Context: an optimization exercise on an open-source flow, tuned for small area. The choices shown serve that exercise and are no tape-out recipe.
In this exercise RTL edits were held to simulation tests only and were not proved equivalent to the original.
No activity file was given, so power comes from the tool's default toggle rates. The clock port is modelled as an ideal driver; clocking choices that lean on that would not hold on a real chip.

==> 09-11 <==
// microcode_dualbank
module microcode_dualbank #(
  parameter int NUM_ADDRESS_LINES = 5,
  parameter int NUM_WORDS         = 32,
  parameter int NUM_STATE_BITS    = 4,
  parameter int NUM_CONTROL_BITS  = 32,
  parameter int STATE_CAPTURE_BIT = NUM_ADDRESS_LINES,
  parameter int READ_LATENCY      = 0,
  parameter int WORD_W            = NUM_CONTROL_BITS + 2*NUM_STATE_BITS
) (
  input  logic                         clk,
  input  logic                         rst,
  input  logic [NUM_ADDRESS_LINES-1:0] address,
  input  logic                         load_start,
  input  logic                         load_valid,
  input  logic [WORD_W-1:0]            load_data,
  output logic                         load_ready,
  input  logic                         swap_req,
  output logic                         loaded,
  output logic [WORD_W-1:0]            load_csum,
  output logic                         active_bank,
  output logic                         ready,
  output logic [NUM_CONTROL_BITS-1:0]  ctl_out,
  output logic [NUM_ADDRESS_LINES-1:0] jadr,
  output logic [NUM_STATE_BITS-1:0]    states
);
==> module microcode_dualbank, before the edit <==
module microcode_dualbank #(
  parameter int NUM_ADDRESS_LINES = 5,
  parameter int NUM_WORDS         = 32,
  parameter int NUM_STATE_BITS    = 4,
  parameter int NUM_CONTROL_BITS  = 32,
  parameter int STATE_CAPTURE_BIT = NUM_ADDRESS_LINES,
  parameter int READ_LATENCY      = 0,
  parameter int WORD_W            = NUM_CONTROL_BITS + 2*NUM_STATE_BITS
) (
  input  logic                         clk,
  input  logic                         rst,
  input  logic [NUM_ADDRESS_LINES-1:0] address,
  input  logic                         load_start,
  input  logic                         load_valid,
  input  logic [WORD_W-1:0]            load_data,
  output logic                         load_ready,
  input  logic                         swap_req,
  output logic                         loaded,
  output logic [WORD_W-1:0]            load_csum,
  output logic                         active_bank,
  output logic                         ready,
  output logic [NUM_CONTROL_BITS-1:0]  ctl_out,
  output logic [NUM_ADDRESS_LINES-1:0] jadr,
  output logic [NUM_STATE_BITS-1:0]    states
);
  localparam int AW = NUM_ADDRESS_LINES;
  localparam int SB = NUM_STATE_BITS;
  localparam int CW = NUM_CONTROL_BITS;
  localparam int CB = STATE_CAPTURE_BIT;
  localparam int SW = CW - 1 + 7;
  logic [AW-1:0] ptr;
  logic          accept;
  logic          shift;
  logic          swap;
  assign accept = ~load_start & load_valid & load_ready;
  assign swap   = ~load_start & loaded & (~ready | swap_req);
  assign shift  = load_valid & load_ready;
  always_ff @(posedge clk) begin
    if (rst) begin
      ptr        <= '0;
      load_ready <= 1'b0;
      loaded     <= 1'b0;
      load_csum  <= '0;
    end else if (load_start) begin
      ptr        <= '0;
      load_ready <= 1'b1;
      loaded     <= 1'b0;
      load_csum  <= '0;
    end else begin
      if (accept) begin
        load_csum <= load_csum ^ load_data;
        ptr       <= ptr + 1'b1;
        if (&ptr) begin
          load_ready <= 1'b0;
          loaded     <= 1'b1;
        end
      end
      if (swap) loaded <= 1'b0;
    end
  end
  function automatic logic [SW-1:0] encode(input logic [WORD_W-1:0] w);
    logic [CW-1:0] c;
    logic [SB-1:0] m, v;
    logic [1:0]    x;
    logic [4:0]    g;
    c = w[WORD_W-1:2*SB];
    m = w[2*SB-1:SB];
    v = w[SB-1:0];
    x = c[CB] ? {m[3], m[3] & v[3]} : 2'b01;
    if (m[0] & v[0] & m[1] & v[1]) begin
      g = {2'b01, 1'b0, m[2], m[2] & v[2]};
    end else begin
      g[4:3] = {m[2], m[2] & v[2]};
      case ({m[0], m[1]})
        2'b00:   g[2:0] = 3'b000;
        2'b10:   g[2:0] = {2'b10, v[0]};
        2'b01:   g[2:0] = {2'b01, v[1]};
        default: g[2:0] = v[0] ? 3'b001 : {2'b11, v[1]};
      endcase
    end
    encode = {c[CW-1:CB+1], c[CB-1:0], x, g};
  endfunction
  logic [SW-1:0] shadow [NUM_WORDS];
  logic [SW-1:0] active [NUM_WORDS];
  always_ff @(posedge clk) begin
    if (shift) begin
      shadow[0] <= encode(load_data);
      for (int i = 1; i < NUM_WORDS; i++) shadow[i] <= shadow[i-1];
    end
  end
  always_ff @(posedge clk) begin
    if (swap)
      for (int k = 0; k < NUM_WORDS; k++) active[k] <= shadow[NUM_WORDS-1-k];
  end
  logic [SW-1:0] rd;
  logic          cap;
  logic [SB-1:0] state_mask;
  logic [SB-1:0] state_value;
  assign rd  = active[address];
  wire [1:0] x   = rd[6:5];
  wire [4:0] g   = rd[4:0];
  wire       esc = ~g[4] & g[3];
  assign cap            = x[1] | ~x[0];
  assign state_mask[3]  = x[1];
  assign state_value[3] = x[0];
  assign state_mask[2]  = esc ? g[1] : g[4];
  assign state_value[2] = esc ? g[0] : g[3];
  assign state_mask[0]  = esc | g[2] | (~g[1] & g[0]);
  assign state_value[0] = esc | (g[0] & ~(g[2] & g[1]));
  assign state_mask[1]  = esc | g[1] | (~g[2] & g[0]);
  assign state_value[1] = esc | (g[0] & (g[1] | g[2]));
  assign ctl_out = {rd[SW-1:7+CB], cap, rd[7+CB-1:7]};
  assign jadr    = ctl_out[AW-1:0];
  always_ff @(posedge clk) begin
    if (rst) begin
      active_bank <= 1'b0;
      ready       <= 1'b0;
      states      <= '0;
    end else if (swap) begin
      active_bank <= ~active_bank;
      ready       <= 1'b1;
      states      <= '0;
    end else if (ready && cap) begin
      states <= (states & ~state_mask) | (state_value & state_mask);
    end
  end
endmodule
Settings: LEC_CHECK=0, CAP_MARGIN=20, CORE_MARGIN=2, CORE_UTILIZATION=65, CTS_CLUSTER_SIZE=30, PLACE_DENSITY=0.75, SLEW_MARGIN=20; clock period 7.0 ns.
run.sh (not shown) runs the stock make flow with config.mk's settings and CLKGATE_MAP_FILE= SYNTH_SCRIPT=/design/flow/synth_recipe.tcl, a recipe that flattens the netlist after the stock synthesis.
==> inputs of 06-08, as changes to 09-11 <==
--- a/flow/design.v
+++ b/flow/design.v
@@ -1,2 +1,40 @@
+module mc_aoi222 (input logic a1, a2, b1, b2, c1, c2, output logic y);
+  assign y = ~((a1 & a2) | (b1 & b2) | (c1 & c2));
+endmodule
+module mc_nand2 (input logic a, b, output logic y);
+  assign y = ~(a & b);
+endmodule
+module mc_nand4 (input logic a, b, c, d, output logic y);
+  assign y = ~(a & b & c & d);
+endmodule
+module mc_or3 (input logic a, b, c, output logic y);
+  assign y = a | b | c;
+endmodule
+module mc_nor2 (input logic a, b, output logic y);
+  assign y = ~(a | b);
+endmodule
+module mc_xor2 (input logic a, b, output logic y);
+  assign y = a ^ b;
+endmodule
+module mc_sel32 (input logic [31:0] d, input logic [31:0] s, output logic y);
+  logic [11:0] p;
+  logic [2:0]  q;
+  for (genvar k = 0; k < 10; k++) begin : g
+    mc_aoi222 u (.a1(d[3*k]), .a2(s[3*k]), .b1(d[3*k+1]), .b2(s[3*k+1]),
+                 .c1(d[3*k+2]), .c2(s[3*k+2]), .y(p[k]));
+  end
+  mc_nand2 u10 (.a(d[30]), .b(s[30]), .y(p[10]));
+  mc_nand2 u11 (.a(d[31]), .b(s[31]), .y(p[11]));
+  mc_nand4 n0 (.a(p[0]), .b(p[1]), .c(p[2]),  .d(p[3]),  .y(q[0]));
+  mc_nand4 n1 (.a(p[4]), .b(p[5]), .c(p[6]),  .d(p[7]),  .y(q[1]));
+  mc_nand4 n2 (.a(p[8]), .b(p[9]), .c(p[10]), .d(p[11]), .y(q[2]));
+  mc_or3   o0 (.a(q[0]), .b(q[1]), .c(q[2]), .y(y));
+endmodule
+module mc_csum_bit (input logic q, d, acc, clr, output logic y);
+  logic n, x;
+  mc_nand2 u0 (.a(d), .b(acc), .y(n));
+  mc_xor2  u1 (.a(q), .b(n), .y(x));
+  mc_nor2  u2 (.a(clr), .b(x), .y(y));
+endmodule
 module microcode_dualbank #(
   parameter int NUM_ADDRESS_LINES = 5,
@@ -41,13 +79,10 @@
       load_ready <= 1'b0;
       loaded     <= 1'b0;
-      load_csum  <= '0;
     end else if (load_start) begin
       ptr        <= '0;
       load_ready <= 1'b1;
       loaded     <= 1'b0;
-      load_csum  <= '0;
     end else begin
       if (accept) begin
-        load_csum <= load_csum ^ load_data;
         ptr       <= ptr + 1'b1;
         if (&ptr) begin
@@ -59,4 +94,12 @@
     end
   end
+  logic [WORD_W-1:0] csum_next;
+  logic              csum_clr;
+  assign csum_clr = rst | load_start;
+  for (genvar b = 0; b < WORD_W; b++) begin : g_csum
+    mc_csum_bit u (.q(load_csum[b]), .d(load_data[b]), .acc(accept), .clr(csum_clr),
+                   .y(csum_next[b]));
+  end
+  always_ff @(posedge clk) load_csum <= csum_next;
   function automatic logic [SW-1:0] encode(input logic [WORD_W-1:0] w);
     logic [CW-1:0] c;
@@ -97,5 +140,13 @@
   logic [SB-1:0] state_mask;
   logic [SB-1:0] state_value;
-  assign rd  = active[address];
+  logic [NUM_WORDS-1:0] sel;
+  always_comb for (int k = 0; k < NUM_WORDS; k++) sel[k] = (address == AW'(k));
+  for (genvar b = 0; b < SW; b++) begin : g_rd
+    logic [NUM_WORDS-1:0] col;
+    for (genvar k = 0; k < NUM_WORDS; k++) begin : g_col
+      assign col[k] = active[k][b];
+    end
+    mc_sel32 u_sel (.d(col), .s(sel), .y(rd[b]));
+  end
   wire [1:0] x   = rd[6:5];
   wire [4:0] g   = rd[4:0];
==> flow/flow/run.sh (new file) <==
#!/bin/bash
# Layout flow: the standard ORFS flow with two changes that only save cell area:
#  - clock tree synthesis without dummy loads, with sinks clustered up to 30 to a leaf buffer;
#  - every input and output port is still buffered, but with the smallest buffer cell.
# Synthesis is the standard one (standard.sh runs it unchanged).
set -euo pipefail
bash standard.sh \
  "CTS_ARGS=-sink_clustering_enable -repair_clock_nets -dont_use_dummy_load -sink_clustering_size 30 -sink_clustering_max_diameter 100" \
  "BUFFER_PORTS_ARGS=-buffer_cell sky130_fd_sc_hd__buf_1" \
  finish > flow_standard.log 2>&1
==> flow/standard.sh (new file) <==
#!/bin/bash
# synth_recipe.tcl (not shown) runs the flow's synth.tcl, then flattens the netlist and writes it again
# the make line also repeats each setting of config.mk as NAME=value (left out here)
make -C /OpenROAD-flow-scripts/flow DESIGN_CONFIG=/design/flow/config.mk WORK_HOME=/design/flow/orfs CLKGATE_MAP_FILE= SYNTH_SCRIPT=/design/flow/synth_recipe.tcl "${@:-finish}"
--- a/flow/config.mk
+++ b/flow/config.mk
@@ -8,6 +8,6 @@
 export CAP_MARGIN = 20
 export CORE_MARGIN = 2
-export CORE_UTILIZATION = 65
-export CTS_CLUSTER_SIZE = 30
-export PLACE_DENSITY = 0.75
+export CORE_UTILIZATION = 70
+export PLACE_DENSITY = 0.8
 export SLEW_MARGIN = 20
+export SYNTH_HIERARCHICAL = 1
removed: flow/run.sh
==> comparison <==
Against 06-08, the non-clock buffer count of 09-11 is higher by 90.
In sequential power, 09-11 and 06-08 hardly differ.
Between 06-08 and 09-11, the lower via count is in 06-08 (gap about 13%, measured against 09-11).
Between 09-11 and 06-08, the lower maximum frequency is in 09-11 (gap 7.2%, measured against 06-08).
Of 09-11 and 06-08, 09-11 has the higher die area (gap 11%, measured against 06-08).

==> what the ideal ports hide <==
Ports are ideal in the flow. The routed layouts listed here were re-timed in OpenROAD. Step 1, drivers: a clkbuf_16 drives clk and a buf_2 each remaining input, both assumed. Step 2 also shifts input and output timing later by t, the mid clock arrival at the registers, as if the neighbouring blocks saw the same clock. Slacks: no drivers / after step 1 / after step 2; pairs: no drivers / after step 1.
run	shift t [ns]	setup WS [ns]	hold slack, ns	worst setup path at the end	clock arrival spread, ns
09-11	0.915	0.316 / 0.285 / 0.285	0.406 / 0.406 / 0.406	input to output	0.045 / 0.045
06-08	0.764	0.798 / 0.767 / 0.767	0.344 / 0.344 / 0.344	input to output	0.092 / 0.093
After both steps every run listed still meets setup and hold.
